This design comes from an exercise in tuning for small area, a short achievable clock period and few clock cycles per item on the open sky130 flow, not from production work. Function was checked by simulation only, so behaviour that the tests miss may differ from the original. Power is estimated from default activity; no workload was simulated.

Setup of exp/violet:
// flash_loader_top
module flash_loader_top #(
    parameter int SEGMENT_WORDS   = 16,
    parameter int FLASH_ADDR_BITS = 12
) (
    input  logic                                    clk,
    input  logic                                    reset_n,
    input  logic                                    stb_i,
    input  logic                                    we_i,
    input  logic [flash_loader_pkg::BUS_WIDTH-1:0]  adr_wr_i,
    input  logic [flash_loader_pkg::BUS_WIDTH-1:0]  adr_rd_i,
    input  logic [flash_loader_pkg::BUS_WIDTH-1:0]  dat_i,
    output logic [flash_loader_pkg::BUS_WIDTH-1:0]  dat_o,
    output logic                                    ack_o,
    input  logic                                    fill_we_i,
    input  logic [$clog2(SEGMENT_WORDS):0]          fill_addr_i,
    input  logic [flash_loader_pkg::WORD_WIDTH-1:0] fill_data_i,
    output logic                                    ping_busy_o,
    output logic                                    pong_busy_o,
    output logic                                    done_o,
    output logic                                    flash_valid_o,
    output logic [FLASH_ADDR_BITS-1:0]              flash_addr_o,
    output logic [flash_loader_pkg::WORD_WIDTH-1:0] flash_data_o,
    input  logic                                    flash_ready_i
);
    localparam int IDX_BITS = $clog2(SEGMENT_WORDS);
    localparam int PTR_BITS = IDX_BITS + 1;
    localparam int CNT_BITS = IDX_BITS + 2;
    localparam int WORDS    = 2 * SEGMENT_WORDS;
    logic                       wr;
    logic                       ctrl_wr;
    logic                       fill_start;
    logic [3:0]                 data_sel_q;
    logic [BUS_WIDTH-1:0]       wr_data_q;
    logic [BUS_WIDTH-1:0]       data_q [4];
    logic                       save_begin;
    logic                       save_end;
    logic [2*BUS_WIDTH-1:0]     staged;
    logic [FLASH_ADDR_BITS-1:0] begin_addr_q;
    logic [FLASH_ADDR_BITS-1:0] end_addr_q;
    assign ack_o      = stb_i;
    assign wr         = stb_i & we_i;
    logic wr_hi_zero;      
    logic wr_mid_zero;     
    logic fill_wr_n;       
    logic fill_lo;         
    loader_nor3  wr_hi_zero_inst  (.a_i(adr_wr_i[7:5]), .y_o(wr_hi_zero));
  ...
Settings: LEC_CHECK=0, CAP_MARGIN=20, CORE_MARGIN=2, CORE_UTILIZATION=40, CTS_BUF_LIST=sky130_fd_sc_hd__clkbuf_8, CTS_CLUSTER_DIAMETER=70, CTS_CLUSTER_SIZE=14, SETUP_SLACK_MARGIN=2.0, SLEW_MARGIN=20, SYNTH_HIERARCHICAL=1, SYNTH_MINIMUM_KEEP_SIZE=0; clock period 5.0 ns.
standard.sh (not shown) runs the stock make flow with config.mk's settings and CLKGATE_MAP_FILE= SYNTH_SCRIPT=/design/flow/synth_recipe.tcl, a recipe that flattens the netlist after the stock synthesis.
==> flow/flow/run.sh <==
#!/bin/bash
# The standard layout, unchanged except that the input and output port
# buffers are a plain buffer cell instead of the delay cell buffer_ports
# picks by default (timing repair still resizes them where needed).
# make's full output goes to standard.log; ORFS keeps each step's log
# under orfs/logs/.
set -euo pipefail
export BUFFER_PORTS_ARGS="-buffer_cell sky130_fd_sc_hd__buf_1"
bash standard.sh > standard.log 2>&1
Testbench counts of exp/violet, summed over its fixed seeds: cycles 27,394, words 21,815.
Inputs modified between exp/violet and exp/tundra:
==> flow/run.sh (new file) <==
#!/bin/bash
# synth_recipe.tcl (not shown) runs the flow's synth.tcl, then flattens the netlist and writes it again
# the make line also repeats each setting of config.mk as NAME=value (left out here)
make -C /OpenROAD-flow-scripts/flow DESIGN_CONFIG=/design/flow/config.mk WORK_HOME=/design/flow/orfs CLKGATE_MAP_FILE= SYNTH_SCRIPT=/design/flow/synth_recipe.tcl finish
--- a/flow/config.mk
+++ b/flow/config.mk
@@ -12,5 +12,5 @@
 export CTS_CLUSTER_DIAMETER = 70
 export CTS_CLUSTER_SIZE = 14
-export SETUP_SLACK_MARGIN = 2.0
+export SETUP_SLACK_MARGIN = 2.2
 export SLEW_MARGIN = 20
 export SYNTH_HIERARCHICAL = 1
removed: flow/flow/run.sh
removed: flow/standard.sh
==> results.txt <==
Instance area after placement (lower): exp/violet. Looking only at met3 usage in global routing, and setting everything else aside, the lower value of exp/violet and exp/tundra goes to exp/violet. [compare] base=exp/violet new=exp/tundra: all-layer global routing usage higher; final cycle utilization of the critical path lower; met2 routed wirelength saw an increase. Compared with exp/violet, exp/tundra shows a total power that is 3.9% higher. On exp/tundra: highest cell delay on the worst timing path is 70 ps lower than what exp/violet gave.
Inputs modified between exp/tundra and exp/amber:
==> flow/flow/run.sh (new file) <==
#!/bin/bash
# The standard layout, unchanged except that the input and output port
# buffers are a plain buffer cell instead of the delay cell buffer_ports
# picks by default (timing repair still resizes them where needed).
# make's full output goes to standard.log; ORFS keeps each step's log
# under orfs/logs/.
set -euo pipefail
export BUFFER_PORTS_ARGS="-buffer_cell sky130_fd_sc_hd__buf_1"
bash standard.sh > standard.log 2>&1
==> flow/standard.sh (new file) <==
#!/bin/bash
# synth_recipe.tcl (not shown) runs the flow's synth.tcl, then flattens the netlist and writes it again
# the make line also repeats each setting of config.mk as NAME=value (left out here)
make -C /OpenROAD-flow-scripts/flow DESIGN_CONFIG=/design/flow/config.mk WORK_HOME=/design/flow/orfs CLKGATE_MAP_FILE= SYNTH_SCRIPT=/design/flow/synth_recipe.tcl "${@:-finish}"
--- a/flow/config.mk
+++ b/flow/config.mk
@@ -8,8 +8,9 @@
 export CAP_MARGIN = 20
 export CORE_MARGIN = 2
-export CORE_UTILIZATION = 40
+export CORE_UTILIZATION = 50
 export CTS_BUF_LIST = sky130_fd_sc_hd__clkbuf_8
 export CTS_CLUSTER_DIAMETER = 70
 export CTS_CLUSTER_SIZE = 14
+export PLACE_DENSITY = 0.7
 export SETUP_SLACK_MARGIN = 2.2
 export SLEW_MARGIN = 20
removed: flow/run.sh
==> comparison <==
NOTE: number of cells in the design after placement in exp/amber falls short of that of exp/tundra. Of exp/amber and exp/tundra, it is exp/amber that has the lower initial antenna violation count. Initial cell density of the core up 9.9 points in exp/amber wrt exp/tundra. exp/amber against exp/tundra: total power fell by 0.81 mW, global placement routability congestion +about 3.2%. exp/amber vs exp/tundra — first-pass GRT wire length dropped by a few percent. Between exp/tundra and exp/amber, area growth from synthesis to layout decreased. The minimum setup slack in the final design was comparable across exp/tundra and exp/amber. exp/tundra: no failed stages, no open violations at the end. exp/amber finished end to end and its layout was clean on timing, DRC and antenna. Against exp/tundra, exp/amber reports a final routed wirelength across all metal layers that is lower.
What exp/raven does differently from exp/amber at the input level:
--- a/flow/config.mk
+++ b/flow/config.mk
@@ -8,9 +8,8 @@
 export CAP_MARGIN = 20
 export CORE_MARGIN = 2
-export CORE_UTILIZATION = 50
+export CORE_UTILIZATION = 40
 export CTS_BUF_LIST = sky130_fd_sc_hd__clkbuf_8
 export CTS_CLUSTER_DIAMETER = 70
 export CTS_CLUSTER_SIZE = 14
-export PLACE_DENSITY = 0.7
 export SETUP_SLACK_MARGIN = 2.2
 export SLEW_MARGIN = 20
[summary]
exp/raven: all stages complete, timing, DRC and antenna checks passed. Diff exp/amber -> exp/raven | worst setup margin | decrease of 80 ps. Final clock period utilization by the worst path (exp/raven over exp/amber): increase, 1.6 points. exp/raven ended up with dat_o[6] as its end point of the critical path; exp/amber ended up with out_q[1]. The via count of the first global-routing pass on exp/raven is in line with that on exp/amber. Delta (exp/raven minus exp/amber): power after layout climbed 0.26 mW; count of cells resized by post-cts repair went down by 6.5%.
Modified inputs, exp/quartz compared to exp/raven
==> flow/run.sh (new file) <==
#!/bin/bash
# synth_recipe.tcl (not shown) runs the flow's synth.tcl, then flattens the netlist and writes it again
# the make line also repeats each setting of config.mk as NAME=value (left out here)
make -C /OpenROAD-flow-scripts/flow DESIGN_CONFIG=/design/flow/config.mk WORK_HOME=/design/flow/orfs CLKGATE_MAP_FILE= SYNTH_SCRIPT=/design/flow/synth_recipe.tcl finish
--- a/flow/config.mk
+++ b/flow/config.mk
@@ -6,12 +6,13 @@
 export NUM_CORES = 4
 export LEC_CHECK = 0
-export CAP_MARGIN = 20
+export CAP_MARGIN = 10
 export CORE_MARGIN = 2
-export CORE_UTILIZATION = 40
+export CORE_UTILIZATION = 50
 export CTS_BUF_LIST = sky130_fd_sc_hd__clkbuf_8
 export CTS_CLUSTER_DIAMETER = 70
 export CTS_CLUSTER_SIZE = 14
+export PLACE_DENSITY = 0.7
 export SETUP_SLACK_MARGIN = 2.2
-export SLEW_MARGIN = 20
+export SLEW_MARGIN = 10
 export SYNTH_HIERARCHICAL = 1
 export SYNTH_MINIMUM_KEEP_SIZE = 0
removed: flow/flow/run.sh
removed: flow/standard.sh
[summary]
- Footprint of the flip-flops and latches: exp/raven vs exp/quartz, no meaningful difference
- Compared with exp/raven, exp/quartz shows power dissipated by switching net loads lower by about 1.4%.
- met1 track demand over resource in global routing came out higher on exp/quartz than on exp/raven.
- Measured against exp/raven, the die area of exp/quartz comes out at 0.802 times the reference value.
- Transition time at the pin with the least slew margin sits higher in exp/quartz than in exp/raven.
- In the tables for exp/quartz and exp/raven, share of power burned in combinational logic reads lower with exp/raven.
- exp/quartz against exp/raven: post-route fraction of the period consumed by the critical path now smaller, starting utilization of the core area now larger, post-cts resize count now larger, sequential cell fraction of total power now smaller.
- The lower minimum setup slack in the final design of exp/quartz and exp/raven is in exp/raven.
Inputs modified between exp/quartz and exp/umber:
--- a/flow/config.mk
+++ b/flow/config.mk
@@ -6,5 +6,5 @@
 export NUM_CORES = 4
 export LEC_CHECK = 0
-export CAP_MARGIN = 10
+export CAP_MARGIN = 20
 export CORE_MARGIN = 2
 export CORE_UTILIZATION = 50
@@ -14,5 +14,5 @@
 export PLACE_DENSITY = 0.7
 export SETUP_SLACK_MARGIN = 2.2
-export SLEW_MARGIN = 10
+export SLEW_MARGIN = 20
 export SYNTH_HIERARCHICAL = 1
 export SYNTH_MINIMUM_KEEP_SIZE = 0
==> comparison <==
- The cell area after placement on exp/umber is in line with that on exp/quartz.
- exp/umber vs. exp/quartz: sequential power held steady, switching power as a share of total power held steady.
- In exp/umber relative to exp/quartz, post-CTS resize count had gone down by a few percent.
- Layout multi-input combinational cell count delta (exp/quartz -> exp/umber): insignificant
- Status: final instance area parity (exp/umber, exp/quartz)

[port drivers added, routing unchanged]
The results above use ideal ports. As a check the final layouts listed here were re-extracted and re-timed, cells and wires unchanged.
Step 1: set_driving_cell puts a clkbuf_16 on clk and a buf_2 on each other input, an assumption about the parent block.
Step 2, shift: input delay + t, output delay - t, t = (earliest + latest rising clock arrival at the registers) / 2. This alone moves slack from input paths to output paths.
Three values: ideal ports, drivers, drivers and shift; two values: the first two.
run | t (ns) | setup WS [ns] | worst setup path at the end | clock arrival spread, ns | pins driven straight from the clock port
exp/violet | 0.813 | 1.958 / 1.933 / 1.333 | input to register | 0.050 / 0.050 | 1
exp/tundra | 0.824 | 2.096 / 1.996 / 1.416 | input to register | 0.076 / 0.077 | 1
exp/amber | 0.803 | 2.094 / 1.956 / 1.588 | input to register | 0.062 / 0.061 | 1
exp/raven | 0.822 | 2.014 / 1.974 / 1.478 | input to register | 0.082 / 0.082 | 1
exp/quartz | 0.814 | 2.085 / 2.029 / 1.509 | input to register | 0.049 / 0.049 | 1
exp/umber | 0.822 | 2.070 / 2.009 / 1.502 | input to register | 0.040 / 0.040 | 1
After both steps every run listed still meets setup and hold. The setup slack of exp/tundra, which loses most, moves by -0.100 ns with the drivers and by -0.680 ns with both steps.
